Source: an optimization exercise on an open RTL-to-GDS flow (aim: small area, a short achievable clock period and few clock cycles per item). Production flows keep margins and buffers that such runs may drop.
In this exercise RTL edits were held to simulation tests only and were not proved equivalent to the original.
No activity file was given, so power comes from the tool's default toggle rates.

==> design.v <==
`timescale 1ns / 1ps
`default_nettype none
module plst_store #(
  parameter int DEPTH = 128,
  parameter int AW    = 7,
  parameter int WORD_W = 32
) (
  input  wire logic                       clk,
  input  wire logic                       wr_en,
  input  wire logic [AW-1:0]              wr_addr,
  input  wire logic [WORD_W-1:0] wr_data,
  input  wire logic                       rd_en,
  input  wire logic [AW-1:0]              rd_addr,
  output      logic [WORD_W-1:0] rd_data
);
  logic [WORD_W-1:0] mem [DEPTH];
  always_ff @(posedge clk) begin
    if (wr_en) begin
      mem[wr_addr] <= wr_data;
    end
  end
  always_ff @(posedge clk) begin
    if (rd_en) begin
      rd_data <= mem[rd_addr];
    end
  end
endmodule
`default_nettype wire
`timescale 1ns / 1ps
`default_nettype none
module positional_list_store_core #(
  parameter int CAPACITY = 128
) (
  input  wire logic                          clk,
  input  wire logic                          rst_n,
  input  wire logic                          in_valid,
  output      logic                          in_ready,
  input  wire logic [3:0]                    in_opcode,
  input  wire logic [9-1:0]    in_position,
  input  wire logic [32-1:0]   in_value,
  output      logic                          out_valid,
  input  wire logic                          out_ready,
  output      logic [1:0]                    out_status,
  output      logic [9-1:0]    out_found_position,
  output      logic [32-1:0]   out_element,
  output      logic [9-1:0]    out_count
);
  localparam logic [3:0] OP_INSERT     = 4'd0;
  localparam logic [3:0] OP_ERASE      = 4'd1;
  localparam logic [3:0] OP_PUSH_FRONT = 4'd2;
  localparam logic [3:0] OP_PUSH_BACK  = 4'd3;
  localparam logic [3:0] OP_POP_FRONT  = 4'd4;
  localparam logic [3:0] OP_POP_BACK   = 4'd5;
  localparam logic [3:0] OP_FIND       = 4'd6;
  localparam logic [3:0] OP_MODIFY     = 4'd7;
  localparam logic [3:0] OP_READ       = 4'd8;
  localparam logic [1:0] ST_OK   = 2'd0;
  localparam logic [1:0] ST_BAD  = 2'd1;
  localparam logic [1:0] ST_FULL = 2'd2;
  localparam logic [1:0] ST_MISS = 2'd3;
  localparam logic [2:0] S_IDLE  = 3'd0;
  localparam logic [2:0] S_MOVE  = 3'd1;
  localparam logic [2:0] S_FETCH = 3'd2;
  localparam logic [2:0] S_TAKE  = 3'd3;
  localparam logic [2:0] S_PUT   = 3'd4;
  localparam logic [2:0] S_FIN   = 3'd5;
  localparam int POS_W  = 9;
  localparam int WORD_W = 32;
  localparam int AW = $clog2(CAPACITY);
  localparam int CW = $clog2(CAPACITY + 1);
  localparam int XW = ((CW > POS_W) ? CW : POS_W) + 1;
  localparam logic [CW-1:0] FULL_CNT = CW'(CAPACITY);
  logic [2:0]        state_r, state_nxt;
  logic [CW-1:0]     count_r, count_nxt;
  logic [3:0]        op_r, op_nxt;
  logic              up_r, up_nxt;
  logic [AW-1:0]     idx_r, idx_nxt;
  logic [AW-1:0]     ridx_r, ridx_nxt;
  logic [AW-1:0]     widx_r, widx_nxt;
  logic [CW-1:0]     rleft_r, rleft_nxt;
  logic              pend_r, pend_nxt;
  logic [WORD_W-1:0] val_r, val_nxt;
  logic [1:0]        res_status_r, res_status_nxt;
  logic [POS_W-1:0]  res_pos_r, res_pos_nxt;
  logic [WORD_W-1:0] res_elem_r, res_elem_nxt;
  logic              out_valid_r, out_valid_nxt;
  logic [1:0]        out_status_r;
  logic [POS_W-1:0]  out_pos_r;
  logic [WORD_W-1:0] out_elem_r;
  logic [POS_W-1:0]  out_count_r;
  logic              load;
  logic              wr_en, rd_en;
  logic [AW-1:0]     wr_addr, rd_addr;
  logic [WORD_W-1:0] wr_data, rd_data;
  logic              in_fire;
  logic [XW-1:0]     n_x, pos_x, tgt_x;
  logic [AW-1:0]     idx_a;
  logic              ins_ok, pos_ok;
  plst_store #(
    .DEPTH (CAPACITY),
    .AW    (AW)
  ) u_store (
    .clk     (clk),
    .wr_en   (wr_en),
    .wr_addr (wr_addr),
    .wr_data (wr_data),
    .rd_en   (rd_en),
    .rd_addr (rd_addr),
    .rd_data (rd_data)
  );
  assign in_ready = (state_r == S_IDLE);
  assign in_fire     = in_valid && in_ready;
  assign n_x   = XW'(count_r);
  assign pos_x = XW'(in_position);
  always_comb begin
    case (in_opcode)
      OP_PUSH_FRONT, OP_POP_FRONT: tgt_x = XW'(1);
      OP_PUSH_BACK:                tgt_x = n_x + XW'(1);
      OP_POP_BACK:                 tgt_x = n_x;
      default:                     tgt_x = pos_x;
    endcase
  end
  assign idx_a  = AW'(tgt_x - XW'(1));
  assign ins_ok = (tgt_x != '0) && (tgt_x <= n_x + XW'(1));
  assign pos_ok = (tgt_x != '0) && (tgt_x <= n_x);
  always_comb begin
    state_nxt      = state_r;
    count_nxt      = count_r;
    op_nxt         = op_r;
    up_nxt         = up_r;
    idx_nxt        = idx_r;
    ridx_nxt       = ridx_r;
    widx_nxt       = widx_r;
    rleft_nxt      = rleft_r;
    pend_nxt       = pend_r;
    val_nxt        = val_r;
    res_status_nxt = res_status_r;
    res_pos_nxt    = res_pos_r;
    res_elem_nxt   = res_elem_r;
    load           = 1'b0;
    wr_en          = 1'b0;
    wr_addr        = widx_r;
    wr_data        = rd_data;
    rd_en          = 1'b0;
    rd_addr        = ridx_r;
    case (state_r)
      S_IDLE: begin
        if (in_fire) begin
          op_nxt         = in_opcode;
          val_nxt        = in_value;
          idx_nxt        = idx_a;
          pend_nxt       = 1'b0;
          up_nxt         = 1'b0;
          res_status_nxt = ST_BAD;
          res_pos_nxt    = '0;
          res_elem_nxt   = '0;
          state_nxt      = S_FIN;
          case (in_opcode)
            OP_INSERT, OP_PUSH_FRONT, OP_PUSH_BACK: begin
              if (ins_ok) begin
                if (count_r == FULL_CNT) begin
                  res_status_nxt = ST_FULL;
                end else begin
                  res_status_nxt = ST_OK;
                  res_pos_nxt    = POS_W'(tgt_x);
                  res_elem_nxt   = in_value;
                  count_nxt      = count_r + CW'(1);
                  up_nxt         = 1'b1;
                  ridx_nxt       = AW'(n_x - XW'(1));
                  rleft_nxt      = CW'(n_x - XW'(idx_a));
                  state_nxt      = S_MOVE;
                end
              end
            end
            OP_ERASE, OP_POP_FRONT, OP_POP_BACK: begin
              if (pos_ok) begin
                res_status_nxt = ST_OK;
                res_pos_nxt    = POS_W'(tgt_x);
                count_nxt      = count_r - CW'(1);
                ridx_nxt       = AW'(tgt_x);
                rleft_nxt      = CW'(n_x - tgt_x);
                state_nxt      = S_FETCH;
              end
            end
            OP_FIND: begin
              res_status_nxt = ST_MISS;
              ridx_nxt       = '0;
              rleft_nxt      = count_r;
              state_nxt      = S_MOVE;
            end
            OP_MODIFY: begin
              if (pos_ok) begin
                res_status_nxt = ST_OK;
                res_pos_nxt    = POS_W'(tgt_x);
                res_elem_nxt   = in_value;
                state_nxt      = S_PUT;
              end
            end
            OP_READ: begin
              if (pos_ok) begin
                res_status_nxt = ST_OK;
                res_pos_nxt    = POS_W'(tgt_x);
                state_nxt      = S_FETCH;
              end
            end
            default: begin
            end
          endcase
        end
      end
      S_MOVE: begin
        if (rleft_r != '0) begin
          rd_en     = 1'b1;
          pend_nxt  = 1'b1;
          rleft_nxt = rleft_r - CW'(1);
          if (up_r) begin
            widx_nxt = ridx_r + AW'(1);
            ridx_nxt = ridx_r - AW'(1);
          end else begin
            widx_nxt = (op_r == OP_FIND) ? ridx_r : ridx_r - AW'(1);
            ridx_nxt = ridx_r + AW'(1);
          end
        end else begin
          pend_nxt = 1'b0;
        end
        if (op_r == OP_FIND) begin
          if (pend_r && (rd_data == val_r)) begin
            res_status_nxt = ST_OK;
            res_pos_nxt    = POS_W'(XW'(widx_r) + XW'(1));
            res_elem_nxt   = val_r;
            pend_nxt       = 1'b0;
            state_nxt      = S_FIN;
          end else if ((rleft_r == '0) && !pend_r) begin
            state_nxt = S_FIN;
          end
        end else begin
          wr_en = pend_r;
          if ((rleft_r == '0) && !pend_r) begin
            state_nxt = up_r ? S_PUT : S_FIN;
          end
        end
      end
      S_FETCH: begin
        rd_en     = 1'b1;
        rd_addr   = idx_r;
        state_nxt = S_TAKE;
      end
      S_TAKE: begin
        res_elem_nxt = rd_data;
        state_nxt    = (op_r == OP_READ) ? S_FIN : S_MOVE;
      end
      S_PUT: begin
        wr_en     = 1'b1;
        wr_addr   = idx_r;
        wr_data   = val_r;
        state_nxt = S_FIN;
      end
      S_FIN: begin
        if (!out_valid_r || out_ready) begin
          load      = 1'b1;
          state_nxt = S_IDLE;
        end
      end
      default: begin
        state_nxt = S_IDLE;
      end
    endcase
  end
  always_comb begin
    if (load) begin
      out_valid_nxt = 1'b1;
    end else if (out_ready) begin
      out_valid_nxt = 1'b0;
    end else begin
      out_valid_nxt = out_valid_r;
    end
  end
  always_ff @(posedge clk) begin
    if (!rst_n) begin
      state_r     <= S_IDLE;
      count_r     <= '0;
      pend_r      <= 1'b0;
      out_valid_r <= 1'b0;
    end else begin
      state_r     <= state_nxt;
      count_r     <= count_nxt;
      pend_r      <= pend_nxt;
      out_valid_r <= out_valid_nxt;
    end
  end
  always_ff @(posedge clk) begin
    op_r         <= op_nxt;
    up_r         <= up_nxt;
    idx_r        <= idx_nxt;
    ridx_r       <= ridx_nxt;
    widx_r       <= widx_nxt;
    rleft_r      <= rleft_nxt;
    val_r        <= val_nxt;
    res_status_r <= res_status_nxt;
    res_pos_r    <= res_pos_nxt;
    res_elem_r   <= res_elem_nxt;
    if (load) begin
      out_status_r <= res_status_r;
      out_pos_r    <= res_pos_r;
      out_elem_r   <= res_elem_r;
      out_count_r  <= POS_W'(count_r);
    end
  end
  assign out_valid          = out_valid_r;
  assign out_status         = out_status_r;
  assign out_found_position = out_pos_r;
  assign out_element        = out_elem_r;
  assign out_count          = out_count_r;
endmodule
`default_nettype wire
==> run.sh <==
#!/bin/bash
# synth_recipe.tcl (not shown) runs the flow's synth.tcl, then flattens the netlist and writes it again
# the make line also repeats each setting of config.mk as NAME=value (left out here)
make -C /OpenROAD-flow-scripts/flow DESIGN_CONFIG=/design/flow/config.mk WORK_HOME=/design/flow/orfs CLKGATE_MAP_FILE= SYNTH_SCRIPT=/design/flow/synth_recipe.tcl finish
==> config.mk <==
export PLATFORM = sky130hd
export DESIGN_NAME = positional_list_store_core
export DESIGN_NICKNAME = positional_list_store_core
export VERILOG_FILES = /design/flow/design.v
export SDC_FILE = /design/flow/constraint.sdc
export NUM_CORES = 4
export LEC_CHECK = 0
export CAP_MARGIN = 20
export CORE_MARGIN = 2
export CORE_UTILIZATION = 35
export SLEW_MARGIN = 20
export SYNTH_MEMORY_MAX_BITS = 16384
==> constraint.sdc <==
create_clock -name core_clock -period 10.0 [get_ports {clk}]
set_input_delay 2.0000 -clock core_clock [delete_from_list [all_inputs] [get_ports {clk}]]
set_output_delay 2.0000 -clock core_clock [all_outputs]
set_load 0.01 [all_outputs]
==> run notes, run 1 <==
===============================================================================================
Boundary pin count                                                                          103
Buffer levels on the longest clock path                                                       4
Class of the most critical hold timing path                                          reg -> reg
Clock tree from TritonCTS                                                                   yes
Final nets                                                                                11215
Antenna violations before repair                                                             34
Wire length of the first global-routing pass                                          691800 µm
Largest net degree at the start of global routing                                           166
Final critical delay including setup and external delays                                6428 ps
Number of DRC violations after detailed routing                                               0
Average cell area after synthesis                                                     15.48 µm²
Number of rows in the core area                                                             255
Asr flop ratio synth                                                                         0%
Worst setup slack after placement                                                       2613 ps
Net count of the mapped netlist                                                           11060
Synthesis-to-layout area growth                                                          14.07%
Startpoint-to-endpoint class of the critical path                                     in -> reg
Remaining antenna violation count after routing                                               0
Power density cells                                                                302.1 nW/µm²
Unrepaired setup endpoints after global routing                                              no
Clock insertion delay at the later pin of the skew report                               1030 ps
Worst hold path stage count                                                                   0
Maximum resistive drop on vdd                                                         0.2898 mV
Run status                                                                         finished clean
Detailed Route WL                                                                     489400 µm
Depth of the most critical reg-to-reg path                                                   12
Routed vias                                                                               99106
Residual overflow from global routing                                                         0
Clock buffers created by TritonCTS                                                          422
Clock input transition at the sequential cells of the worst setup and hold paths          60 ps
Die height                                                                             700.7 µm
Detailed-placement wirelength estimate                                                265400 µm
Number of endpoints with negative hold slack in the final report                              0
Clock skew                                                                             103.7 ps
Hold buffers post-CTS                                                                         0
Leading post-synthesis cells by instance count                                     4288 x edfxtp_1, 2437 x nand2_1, 1035 x nand3_1, 420 x clkbuf_1, 352 x mux4_2
Sort of element at the start of the critical path                                  primary input
Die footprint                                                                        491000 µm²
Hold_sp                                                                            res_elem_r[11]
Post-CTS Setup Bufs                                                                           0
Count of clock tree sinks                                                                  4301
Quantity of I/O buffers inserted on ports                                                   101
Mapped cell area                                                                     169900 µm²
Clock Tree Root                                                                       clkbuf_16
Number of pins exceeding their max-slew limit in the final report                             0
Top post-synthesis cells by area                                                   edfxtp_1 76%, nand2_1 5.4%, mux4_2 4.7%
Max capacitance violation total                                                               0
Final GP Congestion                                                                      0.8460
Tcrit/Tclk final                                                                         64.28%
Setup TNS Final                                                                            0 ps
Area of the core region                                                              482700 µm²
Mapped Cells                                                                              10973
Worst slew margin                                                                        19.89%
Sequential fraction of the synthesis area                                                75.94%
Critical path endpoint category                                                        register
Flip-flop cell with the highest count after synthesis                                  edfxtp_1
Reg2reg setup slack                                                                     3660 ps
Worst endpoint required time                                                           10660 ps
Flip-flop and latch count after synthesis                                                  4301
Data arrival time of the critical path                                                  7090 ps
Global-route usage over all layers                                                       19.25%
Most instantiated library cell after synthesis                                         edfxtp_1
Fmax                                                                                  155.6 MHz
LEAKAGE                                                                                62.22 nW
Average routed wire per standard cell                                                  27.32 µm
H-tree level count                                                                            5
Effective utilization at floorplan                                                       35.19%
Worst flop-to-flop path endpoint                                                   u_store.rd_data[8]
Synth cell types                                                                             83
Horizontal die dimension                                                               700.7 µm
Slew at the pin closest to its max-slew limit                                           1202 ps
First drt pass iteration count                                                                6
CP Max Fanout                                                                                27
Ys Warns                                                                                      2
Via count of the first global-routing pass                                                93779
Endpoint, Worst Hold                                                               out_elem_r[11]
Violation count after the first detailed-route iteration                                  14591
Final Setup Violations                                                                        0
Resized cells post-CTS                                                                        0
Average via count per standard cell                                                       5.532
Number of enable flip-flop cells after synthesis                                           4288
Share of Yosys cell area claimed by the top area cell type                               75.79%
Cell type with the highest aggregate area in the netlist                               edfxtp_1
RR Startpoint                                                                        state_r[1]
Ratio of cells with drive above 1 in the final layout                                    13.11%
PnR worst setup slack                                                                   3572 ps
===============================================================================================
-- per-stage QoR --
stage / total power [mW] / hold slack [ps] / util (%) / instance area [µm²] / std cells
floorplan: 35.19 / 400.3 / - / 169900 / 10973
global placement: 42.96 / 405.7 / 37.36 / 180300 / 17124
detailed placement: 43.19 / 404.5 / 37.36 / 180400 / 17125
CTS: 58.47 / 419.1 / 40.11 / 193600 / 17901
global route: 60.36 / 422.7 / 40.14 / 193800 / 17907
finish: 58.55 / 418.4 / 40.15 / 193800 / 17916
-- cell families (layout without fill, tap and decap cells) --
kind of cell,after synthesis,count (layout),share of synthesized area (%)
muxes,661,661,6.490
xor gates and xnor gates,89,89,0.4588
adders and majority gates,38,38,0.2887
DFF,4301,4301,75.94
AOI/OAI and AO/OA,998,998,4.484
buffers and inverters,825,1332,2.055
other,1,12,0.002207
and+or+nand+nor,4060,4060,10.28
-- flip-flops by register name, summed over array words and instances (netlist names) --
name	count
ridx_r	7
out_count_r	8
up_r	1
idx_r	7
state_r	3
op_r	4
out_status_r	2
out_pos_r	9
pend_r	1
u_store.rd_data	32
res_elem_r	32
u_store.mem	4096
out_valid_r	1
widx_r	7
res_status_r	2
count_r	8
val_r	32
out_elem_r	32
res_pos_r	9
rleft_r	8
-- cell usage in the layout (no fill, tap or decap), drive strengths merged, types with 11 or more instances in the layout --
| cell type | netlist | layout |
|---|---|---|
| a311oi | 182 | 182 |
| a211oi | 211 | 211 |
| nand3b | 13 | 13 |
| a21oi | 103 | 103 |
| nand2 | 2437 | 2437 |
| a2111oi | 33 | 33 |
| buf | 285 | 336 |
| clkdlybuf4s50 | 0 | 101 |
| xor2 | 45 | 45 |
| clkinvlp | 0 | 18 |
| clkinv | 2 | 182 |
| nor3 | 57 | 57 |
| nor4 | 46 | 46 |
| inv | 117 | 132 |
| dfxtp | 13 | 13 |
| xnor2 | 44 | 44 |
| nor2 | 221 | 221 |
| a31oi | 33 | 33 |
| a21o | 12 | 12 |
| mux4 | 352 | 352 |
| nor2b | 13 | 13 |
| and3 | 23 | 23 |
| mux2i | 304 | 304 |
| nand4 | 179 | 179 |
| nand3 | 1035 | 1035 |
| clkbuf | 421 | 534 |
| bufinv | 0 | 29 |
| ha | 36 | 36 |
| a32oi | 161 | 161 |
| a22oi | 133 | 133 |
| o21ai | 63 | 63 |
| edfxtp | 4288 | 4288 |
| diode | 0 | 11 |
-- routing by layer --
metal	vias to the layer above	track usage, %	share of wire [%]
met3	734	3.818	10
li1	42594	-	-
met5	-	0	0.014
met2	5062	29.34	45
met1	50706	27.72	41
met4	10	6.129	3.3
-- critical path, cell delays in order --
cell             delay, ps
clkdlybuf4s50_1       1050
nor2b_1                490
o21ai_2                200
a221oi_1               540
inv_1                  290
ha_1                   370
and3_1                 190
and3_1                 180
o211ai_1                80
a2111oi_0              290
a211oi_1               140
a211oi_2               520
o21ai_0                210
a211oi_2               240
buf_4                  270
-- worst max-delay path by stage --
stage	cells past startpoint	slack, ps	end	start
after global routing	15	3020	rleft_r[2]	in_opcode[2]
after floorplan	14	3630	ridx_r[0]	in_opcode[3]
after global placement	15	2490	rleft_r[7]	in_opcode[2]
after CTS	15	3620	rleft_r[2]	in_opcode[2]
final	15	3570	rleft_r[2]	in_opcode[2]
after detailed placement	15	2610	rleft_r[7]	in_opcode[2]
-- report_power, final --
group | leakage (nW) | internal [mW] | total (mW) | switching [mW]
registers | 38.8 | 24.5 | 24.9 | 0.420
logic | 17.0 | 4.20 | 18.2 | 14.0
clock network | 6.43 | 8.60 | 15.4 | 6.85
total | 62.2 | 37.3 | 58.6 | 21.3
-- area by class of cell --
type | count | area (µm²)
clock buffer | 534 | 11060
inverter | 119 | 446.7
fill | 43414 | 288900
timing repair buffer | 437 | 3963
antenna | 11 | 27.53
multi-input combinational | 5847 | 39010
clock inverter | 242 | 2216
sequential | 4301 | 129000
tap | 6425 | 8039
Testbench counts, summed over its fixed seeds: cycles 697,102, ops 16,000.
==> inputs of run 2 (changes only) <==
--- a/config.mk
+++ b/config.mk
@@ -7,2 +7,3 @@
 export LEC_CHECK = 0
+export ABC_CLOCK_PERIOD_IN_PS = 5000
 export CAP_MARGIN = 20
@@ -10,2 +11,3 @@
 export CORE_UTILIZATION = 35
+export SETUP_SLACK_MARGIN = 5
 export SLEW_MARGIN = 20
==> run 2 against run 1 <==
  * Still clean
  * Non-clock buffer count is 5 lower
  * Hold slack worse by 0.73 ps
  * Setup slack improved by 1300 ps
  * Cell count shrank 0.10%
  * Power grew 0.26%
  * Maximum frequency increased by 26%
  * Synthesized area stayed put
  * Clock power is essentially flat
  * Die area is the same
==> run notes, run 2 <==
===============================================================================================
Run status                                                                         finished clean
Cell type with the highest aggregate area in the netlist                               edfxtp_1
Violation count after the first detailed-route iteration                                  14451
Critical path endpoint category                                                        register
Startpoint-to-endpoint class of the critical path                                    reg -> reg
Mapped Cells                                                                              10973
Start point of the critical path                                                       idx_r[0]
Number of endpoints with negative hold slack in the final report                              0
Detailed Route WL                                                                     486900 µm
Critical path capture point                                                        u_store.rd_data[22]
Placed cell area                                                                     180600 µm²
RR Startpoint                                                                          idx_r[0]
Remaining antenna violation count after routing                                               0
Clock tree from TritonCTS                                                                   yes
Clock skew                                                                             108.9 ps
Synth cell types                                                                             83
Depth of the most critical reg-to-reg path                                                   12
Clock buffers created by TritonCTS                                                          418
Max capacitance violation total                                                               0
Antenna violations before repair                                                             40
Power density cells                                                                301.7 nW/µm²
Die height                                                                             700.7 µm
Via count of the first global-routing pass                                                93736
Worst path max stage delay                                                               750 ps
Die footprint                                                                        491000 µm²
Series of cell instances along the critical path                                   nor4bb_4, buf_4, a21oi_4, buf_4, buf_4, buf_4, mux2i_1, a32oi_1, nand4_1, nand4_1, nor4_2, nand3_1
Final Setup Violations                                                                        0
First drt pass iteration count                                                                6
Finished layout cell area                                                            194600 µm²
Post-Synth Adder-Cell Area                                                              0.2887%
Most common library cell in the layout ignoring fill and taps                          edfxtp_1
Maximum resistive drop on vdd                                                         0.3224 mV
Number of DRC violations after detailed routing                                               0
CP Max Fanout                                                                                43
Final GP Congestion                                                                      0.8678
Leading post-synthesis cells by instance count                                     4288 x edfxtp_1, 2437 x nand2_1, 1035 x nand3_1, 420 x clkbuf_1, 352 x mux4_2
Residual overflow from global routing                                                         0
Power, Total                                                                           58.71 mW
Ys Warns                                                                                      2
Synth Area in Compound Gates                                                             4.484%
Mapped cell area                                                                     169900 µm²
Share of Yosys cell area claimed by the top area cell type                               75.79%
Largest register FFs                                                                       4096
Clock insertion delay at the later pin of the skew report                               1030 ps
Reg2reg setup slack                                                                     4900 ps
Mux share of post-synthesis cell area                                                    6.490%
Average routed wire per standard cell                                                  27.21 µm
H-tree level count                                                                            5
Sequential fraction of the synthesis area                                                75.94%
Flip-flop cell with the highest count after synthesis                                  edfxtp_1
Worst setup slack after placement                                                       2584 ps
Unrepaired setup endpoints after global routing                                              no
Worst endpoint required time                                                           10740 ps
Final critical delay including setup and external delays                                5095 ps
PnR worst setup slack                                                                   4905 ps
Synthesized-area fraction occupied by and/or/nand/nor cells                              10.28%
Sort of element at the start of the critical path                                      register
Post-synthesis xor/xnor area fraction                                                   0.4588%
Tcrit/Tclk final                                                                         50.95%
Horizontal die dimension                                                               700.7 µm
Net count of the mapped netlist                                                           11060
Synthesis-to-layout area growth                                                          14.52%
CP max stage cell                                                                        nor4_2
Buffer levels on the longest clock path                                                       4
Worst path most repeated cell                                                             buf_4
Wire length of the first global-routing pass                                          687900 µm
Largest register by flop count                                                      u_store.mem
Clock Tree Root                                                                       clkbuf_16
Number of enable flip-flop cells after synthesis                                           4288
Quantity of I/O buffers inserted on ports                                                   101
Data arrival time of the critical path                                                  5840 ps
Boundary pin count                                                                          103
Main combinational cell family by area after synthesis                             simple AND/OR/NAND/NOR gates
Ratio of cells with drive above 1 in the final layout                                    13.61%
Clock input transition at the sequential cells of the worst setup and hold paths          60 ps
Setup TNS Final                                                                            0 ps
Area of the core region                                                              482700 µm²
Flip-flop and latch count after synthesis                                                  4301
Average via count per standard cell                                                       5.546
Asr flop ratio synth                                                                         0%
Worst hold margin                                                                      417.7 ps
Effective utilization at floorplan                                                       35.19%
Number of rows in the core area                                                             255
Average cell area after synthesis                                                     15.48 µm²
Hold buffers post-CTS                                                                         0
Worst flop-to-flop path endpoint                                                   u_store.rd_data[22]
Global-route usage over all layers                                                       19.11%
Largest net degree at the start of global routing                                           171
Most instantiated library cell after synthesis                                         edfxtp_1
LEAKAGE                                                                                62.48 nW
Count of clock tree sinks                                                                  4301
Class of the most critical hold timing path                                          reg -> reg
Fmax                                                                                  196.3 MHz
Leading cell types in the layout, fill and taps excluded                           4288 x edfxtp_1, 2403 x nand2_1, 1027 x nand3_1, 427 x clkbuf_16, 352 x mux4_2
Detailed-placement wirelength estimate                                                262500 µm
Routed vias                                                                               99260
Slew at the pin closest to its max-slew limit                                           1191 ps
Top post-synthesis cells by area                                                   edfxtp_1 76%, nand2_1 5.4%, mux4_2 4.7%
Worst slew margin                                                                        20.59%
Final nets                                                                                11210
Number of pins exceeding their max-slew limit in the final report                             0
===============================================================================================
[run 2: cell count changes in the layout (fill, tap and decap cells not counted), moves of 5 or more]
cell / before / now
buf_6: 3 / 16
diode_2: 11 / 6
clkinvlp_4: 18 / 9
nor4_1: 27 / 18
buf_4: 302 / 268
clkinv_1: 100 / 120
nor4_4: 1 / 12
clkinv_4: 1 / 6
buf_16: 4 / 13
a211oi_1: 209 / 177
clkbuf_1: 107 / 80
a211oi_2: 2 / 32
[run 2: worst max-delay path, delay by kind of cell, from the launching register on]
| kind | cells | cell delay (ps) |
|---|---|---|
| multiplexers | 1 | 260 |
| AO/OA/AOI/OAI | 2 | 390 |
| flip-flops | 1 | 540 |
| AND/OR/NAND/NOR | 5 | 1890 |
| buffers and inverters | 4 | 1650 |
[run 2: layer usage]
layer / part of all wire, % / wire length [µm] / global-route usage [%]
met5: 0.0066 / 32 / 0
met4: 3.7 / 17820 / 6.638
met3: 10 / 49360 / 3.294
met2: 45 / 218700 / 29.17
met1: 41 / 201000 / 27.61
[run 2: worst min path at each step]
stage / startpoint / to / slack, ps / cells after the start
5_1_grt: res_elem_r[1] / out_elem_r[1] / 430 / 0
2_1_floorplan: res_elem_r[0] / out_elem_r[0] / 400 / 0
4_1_cts: res_pos_r[0] / out_pos_r[0] / 420 / 0
3_3_place_gp: res_pos_r[5] / out_pos_r[5] / 400 / 0
3_5_place_dp: res_elem_r[0] / out_elem_r[0] / 400 / 0
6_report: res_elem_r[0] / out_elem_r[0] / 420 / 0
[run 2: logic make-up after synthesis]
| kind of cell | Yosys count |
|---|---|
| flops | 4301 |
| simple gates | 4060 |
| compound gates | 998 |
| buf+inv | 825 |
| mux | 661 |
| xor+xnor | 89 |
| fa+ha+maj | 38 |
| other cells | 1 |
[run 2: area by class of cell]
| class | instances | area (µm²) |
|---|---|---|
| multi-input combinational | 5851 | 39500 |
| timing repair buffer | 432 | 4259 |
| fill | 43166 | 288200 |
| antenna | 6 | 15.01 |
| sequential | 4301 | 129000 |
| tap | 6425 | 8039 |
| inverter | 119 | 464.2 |
| clock inverter | 259 | 2347 |
| clock buffer | 505 | 10910 |
[run 2: power breakdown]
group / total, mW / leakage [nW] / switching [mW] / internal [mW]
sequential: 24.9 / 38.8 / 0.412 / 24.5
combinational: 18.3 / 17.2 / 14.0 / 4.31
clock: 15.4 / 6.46 / 6.81 / 8.62
total: 58.7 / 62.5 / 21.3 / 37.4
[run 2: metrics by stage]
stage               std cells  util (%)
floorplan               10973         -
global route            17894     40.30
finish                  17898     40.31
CTS                     17878     40.21
detailed placement      17104     37.41
global placement        17098     37.38
[run 2: timing repair]
action	4_1_cts	5_1_grt
setup endpoints to repair	3946	299
resized for setup	50	33
pin swaps	8	8
setup buffers	8	2
gates cloned	2	6
==> inputs of run 3 (changes only) <==
==> flow/run.sh (new file) <==
#!/bin/bash
set -euo pipefail
bash standard.sh synth > flow_synth.log 2>&1
sed 's/ SETUP_SLACK_MARGIN=5 / SETUP_SLACK_MARGIN=6.8 /' standard.sh > flow_std_push.sh
grep -q ' SETUP_SLACK_MARGIN=6.8 ' flow_std_push.sh
bash flow_std_push.sh finish > flow_finish.log 2>&1
==> standard.sh (new file) <==
#!/bin/bash
# synth_recipe.tcl (not shown) runs the flow's synth.tcl, then flattens the netlist and writes it again
# the make line also repeats each setting of config.mk as NAME=value (left out here)
make -C /OpenROAD-flow-scripts/flow DESIGN_CONFIG=/design/flow/config.mk WORK_HOME=/design/flow/orfs CLKGATE_MAP_FILE= SYNTH_SCRIPT=/design/flow/synth_recipe.tcl "${@:-finish}"
removed: run.sh
==> run 3 against run 2 <==
  * Via count increased by 5.5%
  * Power increased by 7.4%
  * Maximum frequency rose by 11%
  * Combinational power increased by 24%
  * Sequential share of layout area is 3.6 points lower
  * Clock power barely moved
  * Setup slack improved by 510 ps
  * Die area did not move
  * Flip-flop and latch count stayed put
  * Core utilization increased by 2.3 points
  * Routed wire length up 12%
  * Sequential power is essentially flat
  * Critical path type is now in -> reg
  * Largest power group unchanged
  * Highest routed layer unchanged
==> run notes, run 3 <==
===============================================================================================
Run status                                                                         finished clean
Number of endpoints with negative hold slack in the final report                              0
Most instantiated library cell after synthesis                                         edfxtp_1
Startpoint-to-endpoint class of the critical path                                     in -> reg
Routed vias                                                                              104762
Mapped cell area                                                                     169900 µm²
Final nets                                                                                11677
Effective utilization at floorplan                                                       35.19%
Wire length of the first global-routing pass                                          753000 µm
Sequential fraction of the synthesis area                                                75.94%
Wl on met1                                                                            210700 µm
Setup TNS Final                                                                            0 ps
Largest net degree at the start of global routing                                           143
Leading cell types in the layout, fill and taps excluded                           4288 x edfxtp_1, 2360 x nand2_1, 976 x nand3_1, 437 x clkbuf_16, 352 x mux4_2
Worst endpoint required time                                                           10720 ps
Worst flop-to-flop path endpoint                                                   u_store.rd_data[20]
Clock tree from TritonCTS                                                                   yes
Synth cell types                                                                             83
Max capacitance violation total                                                               0
Ratio of cells with drive above 1 in the final layout                                    19.69%
Unrepaired setup endpoints after global routing                                             yes
Mapped Cells                                                                              10973
Share of power burned in registers                                                        39.5%
Int Power                                                                              39.88 mW
Sw Ratio                                                                                 36.77%
Clock skew                                                                             97.44 ps
Quantity of I/O buffers inserted on ports                                                   101
Final GP Congestion                                                                      0.8482
NetSw                                                                                  23.19 mW
Horizontal die dimension                                                               700.7 µm
Detailed-placement wirelength estimate                                                263300 µm
Clock insertion delay at the later pin of the skew report                               1030 ps
Hold_sp                                                                            res_elem_r[4]
Metal3 WL                                                                              65520 µm
Global-route usage over all layers                                                       21.27%
PnR worst setup slack                                                                   5417 ps
Amount of wire on met2 after detailed routing                                         243300 µm
Average via count per standard cell                                                       5.702
Number of rows in the core area                                                             255
Area of the core region                                                              482700 µm²
Data arrival time of the critical path                                                  5300 ps
Number of enable flip-flop cells after synthesis                                           4288
H-tree level count                                                                            5
Residual overflow from global routing                                                         0
Ys Warns                                                                                      2
Tcrit/Tclk final                                                                         45.83%
Largest register FFs                                                                       4096
Detailed Route WL                                                                     544900 µm
Share of Yosys cell area claimed by the top area cell type                               75.79%
Count of clock tree sinks                                                                  4301
First drt pass iteration count                                                                6
Die height                                                                             700.7 µm
Critical path endpoint category                                                        register
Clock buffers created by TritonCTS                                                          418
Average cell area after synthesis                                                     15.48 µm²
Asr flop ratio synth                                                                         0%
Number of pins exceeding their max-slew limit in the final report                             0
Buffer levels on the longest clock path                                                       4
Final Setup Violations                                                                        0
Die footprint                                                                        491000 µm²
CP Max Fanout                                                                                 8
Fmax                                                                                  218.2 MHz
LEAKAGE                                                                                67.48 nW
Worst slew margin                                                                        16.59%
Top layer reached by signal wires                                                          met5
Flip-flop and latch count after synthesis                                                  4301
Boundary pin count                                                                          103
Antenna violations before repair                                                             31
Violation count after the first detailed-route iteration                                  15972
Largest register by flop count                                                      u_store.mem
Average routed wire per standard cell                                                  29.66 µm
Most common library cell in the layout ignoring fill and taps                          edfxtp_1
RR Startpoint                                                                        state_r[1]
Class of the most critical hold timing path                                          reg -> reg
Leading post-synthesis cells by instance count                                     4288 x edfxtp_1, 2437 x nand2_1, 1035 x nand3_1, 420 x clkbuf_1, 352 x mux4_2
Net count of the mapped netlist                                                           11060
Reg2reg setup slack                                                                     5470 ps
Synthesis-to-layout area growth                                                          21.08%
Endpoint, Worst Hold                                                               out_elem_r[4]
Via count of the first global-routing pass                                                97525
Top post-synthesis cells by area                                                   edfxtp_1 76%, nand2_1 5.4%, mux4_2 4.7%
Slew at the pin closest to its max-slew limit                                           1234 ps
Clock input transition at the sequential cells of the worst setup and hold paths          60 ps
Remaining antenna violation count after routing                                               0
Clock power frac                                                                          24.6%
Worst setup slack after placement                                                       2675 ps
Share of total power in combinational logic                                               35.9%
Depth of the most critical reg-to-reg path                                                   21
Clock Tree Root                                                                       clkbuf_16
Worst hold path stage count                                                                   0
Maximum resistive drop on vdd                                                         0.2910 mV
Sort of element at the start of the critical path                                  primary input
Flip-flop cell with the highest count after synthesis                                  edfxtp_1
Final critical delay including setup and external delays                                4583 ps
Power density cells                                                                306.6 nW/µm²
Number of DRC violations after detailed routing                                               0
Cell type with the highest aggregate area in the netlist                               edfxtp_1
===============================================================================================
## run 3: cell types whose count changed in the layout (fill, tap and decap cells not counted), sizes merged, moves of 3 or more
cell and change:
clkdlybuf4s50 -55, clkbuf +20, mux2 +3, buf +455
clkinv -11, diode +6, bufbuf +50
## run 3: routing by layer
layer / global-route usage, % / vias to the layer above
li1: - / 43637
met1: 29.67 / 53845
met2: 32.40 / 6330
met3: 4.596 / 934
met4: 8.597 / 16
met5: 0 / -
## run 3: cell type report
type	instances	area, µm²
inverter	119	469.2
tap	6425	8039
timing repair buffer	890	13380
clock inverter	247	2171
antenna	12	30.03
clock buffer	519	11030
multi-input combinational	5860	41540
fill	41985	277000
sequential	4301	129000
## run 3: per-stage QoR
step           total power, mW  std cells  hold slack, ps  utilization, %  instance area (µm²)
2_1_floorplan            35.04      10973           400.3               -               170900
3_3_place_gp             42.89      17108           401.0           37.41               180600
3_5_place_dp             43.11      17108           404.5           37.41               180600
4_1_cts                  62.06      18258           408.0           42.09               203200
5_1_grt                  64.61      18362           422.7           42.61               205700
6_report                 63.07      18373           413.3           42.61               205700
## run 3: kinds of logic after synthesis
family / count (synthesis) / share of synthesized area, %
flip-flops: 4301 / 75.94
other: 1 / 0.002207
multiplexers: 661 / 6.490
buffers and inverters: 825 / 2.055
AO/OA/AOI/OAI: 998 / 4.484
XOR/XNOR: 89 / 0.4588
AND/OR/NAND/NOR: 4060 / 10.28
adder cells (fa/ha/maj): 38 / 0.2887
## run 3: timing repair
item / CTS / global route
cloned: 121 / 13
setup buffers: 263 / 90
hold endpoints to repair: 0 / 0
pin swaps: 217 / 129
hold buffers: 0 / 0
resized for setup: 1100 / 305
endpoints found under the setup margin: 6606 / 5874
## run 3: worst max-delay path, stage by stage
cell	delay [ps]
buf_8	80
buf_12	110
nand4bb_4	210
a21oi_1	90
o21ai_0	370
nand3_2	230
ha_1	340
and3_1	160
and3_4	180
o211ai_1	130
a2111oi_4	80
a211oi_4	290
a211oi_4	70
buf_6	160
a221oi_4	310
buf_12	170
buf_12	110
clkbuf_16	160
a211oi_2	40
## run 3: power groups by stage
stage / sequential [mW] / clock (mW) / combinational [mW]
6_report: 24.9 / 15.5 / 22.7
3_3_place_gp: 25.3 / 0 / 17.6
2_1_floorplan: 25.2 / 0 / 9.84
3_5_place_dp: 25.3 / 0 / 17.8
5_1_grt: 24.9 / 16.3 / 23.4
4_1_cts: 24.9 / 15.6 / 21.6
## run 3: worst max-delay path by stage
| stage | from | endpoint | slack (ps) | depth (start not counted) |
|---|---|---|---|---|
| after floorplan | in_opcode[2] | ridx_r[0] | 4520 | 14 |
| after global placement | in_opcode[1] | ridx_r[3] | 2730 | 14 |
| after detailed placement | in_opcode[1] | rleft_r[2] | 2670 | 14 |
| after CTS | in_opcode[2] | res_elem_r[25] | 5490 | 19 |
| after global routing | in_opcode[1] | res_elem_r[13] | 5350 | 19 |
| final | in_opcode[3] | res_elem_r[16] | 5420 | 19 |

[what the ideal ports hide]
Ports are ideal in the flow. The routed layouts listed here were re-timed in OpenROAD. Step 1 (the two cells are an assumption about what drives the block):
set clk [get_ports {clk}]
set_driving_cell -lib_cell sky130_fd_sc_hd__clkbuf_16 $clk
set_driving_cell -lib_cell sky130_fd_sc_hd__buf_2 [delete_from_list [all_inputs] $clk]
Step 2 also shifts input and output timing later by t, the mid clock arrival at the registers, as if the neighbouring blocks saw the same clock. Three values: ideal ports, drivers, drivers and shift; two values: the first two.
run	t, ns	setup slack, ns	cell pins on the clock port's net
run 1	1.095	3.572 / 3.660 / 2.564	1
run 2	1.091	4.905 / 4.905 / 4.133	1
run 3	1.098	5.417 / 5.470 / 4.380	1
After both steps setup and hold are still met in every run listed. The setup slack of run 3, which loses most, moves by +0.053 ns with the drivers and by -1.037 ns with both steps.
